Background: an optimization exercise with open tools, aiming at small area and a short achievable clock period. Do not read the settings as production practice. No functional check of the RTL was part of this run. Power figures rest on the tool's default switching activity, not on a simulated workload.

==> flow/design.v <==
package fpalu_pkg;
	typedef logic [5:0] exp_t;	 
	typedef logic [21:0] man_t;	 
	typedef logic [4:0] hexp_t;	 
	typedef logic [22:0] sum_t;
	typedef logic [4:0] shamt_t;
	typedef enum logic {
		OP_ADD = 1'b0,	 
		OP_MUL = 1'b1	 
	} fpalu_op_t;
	localparam int AL_EXP_BIAS = 31;	 
	localparam int ML_EXP_BIAS = 15;	 
	localparam int ML_MAN_BITS = 11;	 
	localparam int PP_BITS = 12;	 
endpackage
module operand_align (
	input  logic [21:0] man,
	input  logic [5:0]  d,
	output logic [21:0] sh
);
	always_comb begin
		sh = man;
		if (d[0]) sh = sh >> 1;
		if (d[1]) sh = sh >> 2;
		if (d[2]) sh = sh >> 4;
		if (d[3]) sh = sh >> 8;
		if (d[4]) sh = sh >> 16;
		if (d[5]) sh = '0;
	end
endmodule
module booth_mul (
	input  logic [10:0] m,	 
	input  logic [10:0] y,	 
	output logic [22:0] row_s,
	output logic [22:0] row_c
);
	localparam logic [7:0] K_HI = 8'hD5;
	logic [12:0]       yz;	 
	logic [5:0][11:0]  e;	 
	logic [5:0]        neg;
	logic [5:0][22:0]  r;
	always_comb begin
		yz = {1'b0, y, 1'b0};
		for (int k = 0; k < 6; k++) begin
			logic [2:0] g;
			logic one, two;
			logic [11:0] mag;
			g = (k == 5) ? {1'b0, yz[11:10]} : yz[2*k +: 3];
			one = g[0] ^ g[1];
			two = (g == 3'b011) || (g == 3'b100);
			neg[k] = g[2] & ~(g[1] & g[0]);
			mag = ({12{one}} & {1'b0, m}) | ({12{two}} & {m, 1'b0});
			e[k] = mag ^ {12{neg[k]}};
		end
		r[0] = {K_HI, ~neg[0], neg[0], neg[0], e[0]};
		for (int k = 1; k < 5; k++)
			r[k] = 23'({~neg[k], e[k], 1'b0, neg[k-1]}) << (2 * k - 2);
		r[5] = 23'({e[5], 1'b0, neg[4]}) << 8;
	end
	function automatic logic [45:0] csa(input logic [22:0] a, input logic [22:0] b, input logic [22:0] c);
		logic [22:0] s, cy;
		s = a ^ b ^ c;
		cy = (a & b) | (a & c) | (b & c);
		csa = {s, cy[21:0], 1'b0};
	endfunction
	logic [22:0] s1a, c1a, s1b, c1b, s2, c2;
	always_comb begin
		{s1a, c1a} = csa(r[0], r[1], r[2]);
		{s1b, c1b} = csa(r[3], r[4], r[5]);
		{s2, c2} = csa(s1a, c1a, s1b);
		{row_s, row_c} = csa(s2, c2, c1b);
	end
endmodule
module sum_normalize (
	input  logic [22:0] w,
	input  logic        hold,	 
	output logic [21:0] man,
	output logic [4:0]  z
);
	logic [4:0]  n;
	logic [22:0] sh;
	always_comb begin
		n = 5'd23;
		for (int k = 0; k < 23; k++)
			if (w[k])
				n = 5'(22 - k);
		z = hold ? 5'd0 : n;
		sh = w << z;
		man = sh[22:1];
	end
endmodule
module fpalu_top (
	input  logic                 clk,
	input  logic                 rst,
	input  logic                 in_valid,
	input  fpalu_pkg::fpalu_op_t op,
	input  logic                 a_sgn,
	input  fpalu_pkg::exp_t      a_exp,
	input  fpalu_pkg::man_t      a_man,
	input  logic                 b_sgn,
	input  fpalu_pkg::exp_t      b_exp,
	input  fpalu_pkg::man_t      b_man,
	output logic                 out_valid,
	output logic                 y_sgn,
	output fpalu_pkg::exp_t      y_exp,
	output fpalu_pkg::man_t      y_man
);
	logic        lt;
	logic [6:0]  dab, dba;
	always_comb begin
		dab = {1'b0, a_exp} - {1'b0, b_exp};
		dba = {1'b0, b_exp} - {1'b0, a_exp};
		lt = dab[6] & ~op;	 
	end
	logic        v1, op1, sl1, sr1;
	logic [5:0]  el1, er1, d1;
	logic [21:0] ml1, mr1;
	always_ff @(posedge clk) begin
		v1 <= in_valid & ~rst;
		op1 <= op;
		sl1 <= lt ? b_sgn : a_sgn;
		sr1 <= lt ? a_sgn : b_sgn;
		el1 <= lt ? b_exp : a_exp;
		er1 <= lt ? a_exp : b_exp;
		ml1 <= lt ? b_man : a_man;
		mr1 <= lt ? a_man : b_man;
		d1 <= dab[6] ? dba[5:0] : dab[5:0];
	end
	logic [21:0] rsh;
	logic        lz, sub;
	logic [10:0] sig_l, sig_r;
	logic [22:0] prod_s, prod_c;
	operand_align u_align (
		.man(mr1),
		.d  (d1),
		.sh (rsh)
	);
	always_comb begin
		sig_l = (el1[4:0] == '0) ? {ml1[9:0], 1'b0} : {1'b1, ml1[9:0]};
		sig_r = (er1[4:0] == '0) ? {mr1[9:0], 1'b0} : {1'b1, mr1[9:0]};
	end
	booth_mul u_mul (
		.m    (sig_l),
		.y    (sig_r),
		.row_s(prod_s),
		.row_c(prod_c)
	);
	logic        v2, sg2, byp2, ci2;
	logic [5:0]  e2;
	logic [22:0] x2, y2;
	always_comb begin
		lz = (ml1 == '0);
		sub = sl1 ^ sr1;
	end
	always_ff @(posedge clk) begin
		v2 <= v1 & ~rst;
		if (op1) begin
			x2 <= prod_s;
			y2 <= prod_c;
			ci2 <= 1'b0;
			e2 <= 6'({1'b0, el1[4:0]} + {1'b0, er1[4:0]} + 6'd3);
			sg2 <= sub;
			byp2 <= 1'b0;
		end else if (lz) begin
			x2 <= {mr1, 1'b0};
			y2 <= '0;
			ci2 <= 1'b0;
			e2 <= er1;
			sg2 <= sr1;
			byp2 <= 1'b1;
		end else begin
			x2 <= {1'b0, ml1};
			y2 <= {1'b0, rsh} ^ {23{sub}};
			ci2 <= sub;
			e2 <= el1 + 6'd1;
			sg2 <= sl1;
			byp2 <= 1'b0;
		end
	end
	logic        v3, sg3, byp3;
	logic [5:0]  e3;
	logic [22:0] w3;
	always_ff @(posedge clk) begin
		v3 <= v2 & ~rst;
		w3 <= x2 + y2 + 23'(ci2);
		e3 <= e2;
		sg3 <= sg2;
		byp3 <= byp2;
	end
	logic [21:0] nman;
	logic [4:0]  z;
	sum_normalize u_norm (
		.w   (w3),
		.hold(byp3),
		.man (nman),
		.z   (z)
	);
	always_ff @(posedge clk) begin
		out_valid <= v3 & ~rst;
		y_sgn <= sg3;
		y_exp <= e3 - 6'(z);
		y_man <= nman;
	end
endmodule
==> flow/run.sh <==
#!/bin/bash
# synth_recipe.tcl (not shown) runs the flow's synth.tcl, then flattens the netlist and writes it again
# the make line also repeats each setting of config.mk as NAME=value (left out here)
make -C /OpenROAD-flow-scripts/flow DESIGN_CONFIG=/design/flow/config.mk WORK_HOME=/design/flow/orfs CLKGATE_MAP_FILE= SYNTH_SCRIPT=/design/flow/synth_recipe.tcl finish
==> flow/config.mk <==
export PLATFORM = sky130hd
export DESIGN_NAME = fpalu_top
export DESIGN_NICKNAME = fpalu_top
export VERILOG_FILES = /design/flow/design.v
export SDC_FILE = /design/flow/constraint.sdc
export NUM_CORES = 4
export LEC_CHECK = 0
export CAP_MARGIN = 20
export CORE_MARGIN = 2
export CORE_UTILIZATION = 40
export SLEW_MARGIN = 20
==> flow/constraint.sdc <==
create_clock -name core_clock -period 5.5 [get_ports {clk}]
set_input_delay 1.1000 -clock core_clock [delete_from_list [all_inputs] [get_ports {clk}]]
set_output_delay 1.1000 -clock core_clock [all_outputs]
set_load 0.01 [all_outputs]
==> results_dict.tcl <==
set metrics [dict create \
    status "complete, no violations" \
    ys_warn_count 4 \
    power_density_nw_per_um2 548 \
    cts_tree "done" \
    post-place-ws_ns 0.907 \
    gr-total-overflow 0 \
    leakagePower_uw 0.00589 \
    cts_num_sinks 184 \
    track_usage 0.186 \
    die_width_um 181 \
    cts_buffer_depth 2 \
    report.power.total_uw 7840 \
    critPathArrivalTime_ns 4.95 \
    setup_viol 0 \
    grt_pass1_wl_mm 48.8 \
    synth_top_area_frac 0.294 \
    grt_setup_unrepaired "no" \
    synth-edff-count 0 \
    cts_buffers 17 \
    num-fill-cells 3034 \
    routed_wl_mm 30.8 \
    path_max_fanout 11 \
    synth_ff_type "dfxtp_1" \
    cts-resized-gates 0 \
    hold_path_class "reg -> reg" \
    stdcell_area_sq_um 14300 \
    initial_core_util 0.408 \
    dpl-instance-area_sq_um 13800 \
    antennaDiodeCount 0 \
    syn2layout_area_growth_pct 14.2 \
    nNetsFinal 1601 \
    netSwitchingFraction 0.432 \
    p_clk_frac 0.151 \
    fmax_ghz 0.215 \
    synth_area_sq_um 12500 \
    die_y_um 181 \
    vias 9898 \
    stdcell_count 1826 \
    drt_drc_violations_left 0 \
    multi_input_area_sq_um 8150 \
    maxCapViolCount 0 \
    gp_congestion 0.915 \
    finalCritPeriodShare 0.847 \
    clk_latency_ns 0.44 \
    first_iter_violations 721 \
    dp_hpwl_mm 24.0 \
    crit_type "reg -> reg" \
    drv_slew 0 \
    p_int_uw 4450 \
    synthCells 1365 \
    wl_per_cell_um 16.9 \
    syn_nets 1548 \
    skew_ns 0.0173 \
    power_frac_seq 0.273 \
    pwr-share-comb 0.576 \
    post-place-cells 1795 \
    regArea_sq_um 3690 \
    synth_area_leaders "dfxtp_1 (29%), fa_1 (7.7%), ha_1 (7.3%)" \
    synth_cell_types 84 \
    synth.largest_area_cell "dfxtp_1" \
    worst_setup_path_start_kind "flop" \
    pin_count 92 \
    ys_seq_area_frac 0.294 \
    crit_required_ns 5.79 \
    ys_seq_elements 184 \
    relSlewSlack 0.458 \
    core_area_sq_um 30700 \
    antenna_found_initial 1 \
    period_needed_ns 4.66 \
    holdBufCountCts 0 \
    cp-end-kind "flop" \
    layout_setup_ws_ns 0.841 \
    syn_avg_cell_area_sq_um 9.19 \
    cts_setup_buffers 0 \
    p_switching_uw 3390 \
    grt_start_max_net_pins 68 \
    async_flop_share 0 \
    die-area_sq_um 32800 \
    ctsRootBufferMaster "clkbuf_16" \
    grt_pass1_vias 9309 \
    placementRows 64 \
    io_buffers 91 \
    finalHoldViolations 0 \
    antenna_left 0 \
    tns_ns 0 \
    layout-drive-gt1-share 0.115 \
    vdd.ir_drop.worst_mv 0.268 \
    clk_pin_slew_ns 0.08 \
    worstMarginPinSlew_ns 0.814 \
    htree_levels 4 \
    drt-pass1-iter-count 5 \
    vias_per_cell 5.42 \
]
[critical path: stages (launching register included)]
cell	delay (ns)
dfxtp_1	0.32
or4_4	0.60
nor2_4	0.27
mux2i_1	0.60
inv_1	0.10
ha_1	0.23
mux2_2	0.37
a22oi_1	0.25
xor2_1	0.24
fa_1	0.44
fa_1	0.49
inv_1	0.05
fa_1	0.42
nand2_1	0.07
o21ai_0	0.07
[metrics by stage]
step                      hold slack (ns)  utilization
final                               0.328        0.466
after global routing                0.333        0.466
after CTS                           0.330        0.466
after detailed placement            0.312        0.447
after global placement              0.311        0.447
after floorplan                     0.310            -
[routing by layer]
metal,up-vias,global-route usage,part of all wire
met5,-,0,0
met4,0,0.0543,0.020
met3,31,0.0276,0.050
met2,284,0.303,0.46
met1,4698,0.258,0.47
li1,4885,-,-
[cells in the final DEF (no fill, tap or decap), types with 16 or more instances in the layout]
cell             instances
a211oi_1                16
a21oi_1                 70
a22oi_1                 70
clkbuf_16               17
clkdlybuf4s50_1         91
dfxtp_1                182
fa_1                    48
ha_1                    73
inv_1                   94
mux2_2                  69
mux2i_1                 68
nand2_1                111
nand3_1                 17
nor2_1                  76
nor2b_1                 27
o21ai_0                 77
o22ai_1                 16
xnor2_1                 80
xor2_1                  20
[logic make-up (layout without fill, tap and decap cells)]
| kind of cell | Yosys count | after routing | synth area share |
|---|---|---|---|
| muxes | 154 | 154 | 0.141 |
| AOI/OAI and AO/OA | 332 | 332 | 0.175 |
| xor gates and xnor gates | 101 | 101 | 0.0706 |
| buffers and inverters | 173 | 238 | 0.0577 |
| and+or+nand+nor | 300 | 300 | 0.113 |
| DFF | 184 | 184 | 0.294 |
| adders and majority gates | 121 | 121 | 0.149 |
[synthesized netlist by cell type (5+ instances only)]
| cell | n |
|---|---|
| nor3_1 | 10 |
| buf_2 | 6 |
| a22o_1 | 5 |
| mux4_2 | 8 |
| xor2_1 | 21 |
| fa_1 | 48 |
| a21o_1 | 14 |
| mux2i_1 | 68 |
| mux2_2 | 69 |
| or3_1 | 8 |
| mux2i_2 | 8 |
| ha_1 | 73 |
| o22ai_1 | 16 |
| nor2b_1 | 27 |
| clkbuf_1 | 57 |
| xnor2_1 | 80 |
| o211ai_1 | 6 |
| and2_1 | 5 |
| nor2_2 | 5 |
| inv_1 | 94 |
| o21ai_0 | 77 |
| nand3_1 | 17 |
| a21oi_1 | 70 |
| o22a_1 | 5 |
| o21a_1 | 8 |
| nor2_1 | 77 |
| a211oi_1 | 16 |
| a22oi_1 | 70 |
| nor4_1 | 8 |
| nand2_1 | 111 |
| dfxtp_1 | 184 |
| nand2b_1 | 8 |
[final timing paths]
path | startpoint | cells past startpoint | slack, ns | endpoint
worst max register to register | er1[0] | 14 | 0.84 | x2[7]
worst min register to register | e2[4] | 0 | 0.33 | e3[4]
worst min-delay path | e2[4] | 0 | 0.33 | e3[4]
worst max-delay path | er1[0] | 14 | 0.84 | x2[7]
[sequential cells by signal, indices dropped and copies added (netlist names), 6 cells and up]
name   count
mr1       22
d1         6
y_man     22
w3        23
er1        6
x2        23
e3         6
ml1       22
e2         6
el1        6
y2        23
y_exp      6
[cell type report]
cell class	count	area share
Multi-Input combinational cell	1008	0.569
Sequential cell	184	0.257
Timing Repair Buffer	107	0.0729
Tap cell	396	0.0346
Clock buffer	17	0.0297
Inverter	100	0.0267
Clock inverter	14	0.00944
[power groups by stage]
| stage | clock network [uW] | logic (uW) | registers (uW) |
|---|---|---|---|
| after floorplan | 0 | 3460 | 2080 |
| after global placement | 0 | 4480 | 2170 |
| after detailed placement | 0 | 4500 | 2180 |
| after CTS | 1210 | 4530 | 2150 |
| after global routing | 1270 | 5110 | 2190 |
| final | 1180 | 4520 | 2140 |

## static timing again, ports no longer ideal
No port has a modelled driver above. Below, the same layout with a new extraction and two added sets of constraints. Step 1, drivers: a clkbuf_16 drives clk and a buf_2 each remaining input, both assumed. Step 2 times the ports against the registers' clock, not the clock port: input delays grow and output delays shrink by t, the midpoint of the rising clock arrivals with the driver on. Three values: no drivers, after step 1, after step 2; two values: the first two.
t, ns: 0.481
setup slack, ns: 0.841 / 0.841 / 0.841
worst setup path at the end: register to register
worst data-port slew with drivers (ns): 0.04
After both steps this run still meets setup and hold. For this run, drivers alone change the setup slack by 0.000 ns; drivers and shift together by 0.000 ns.
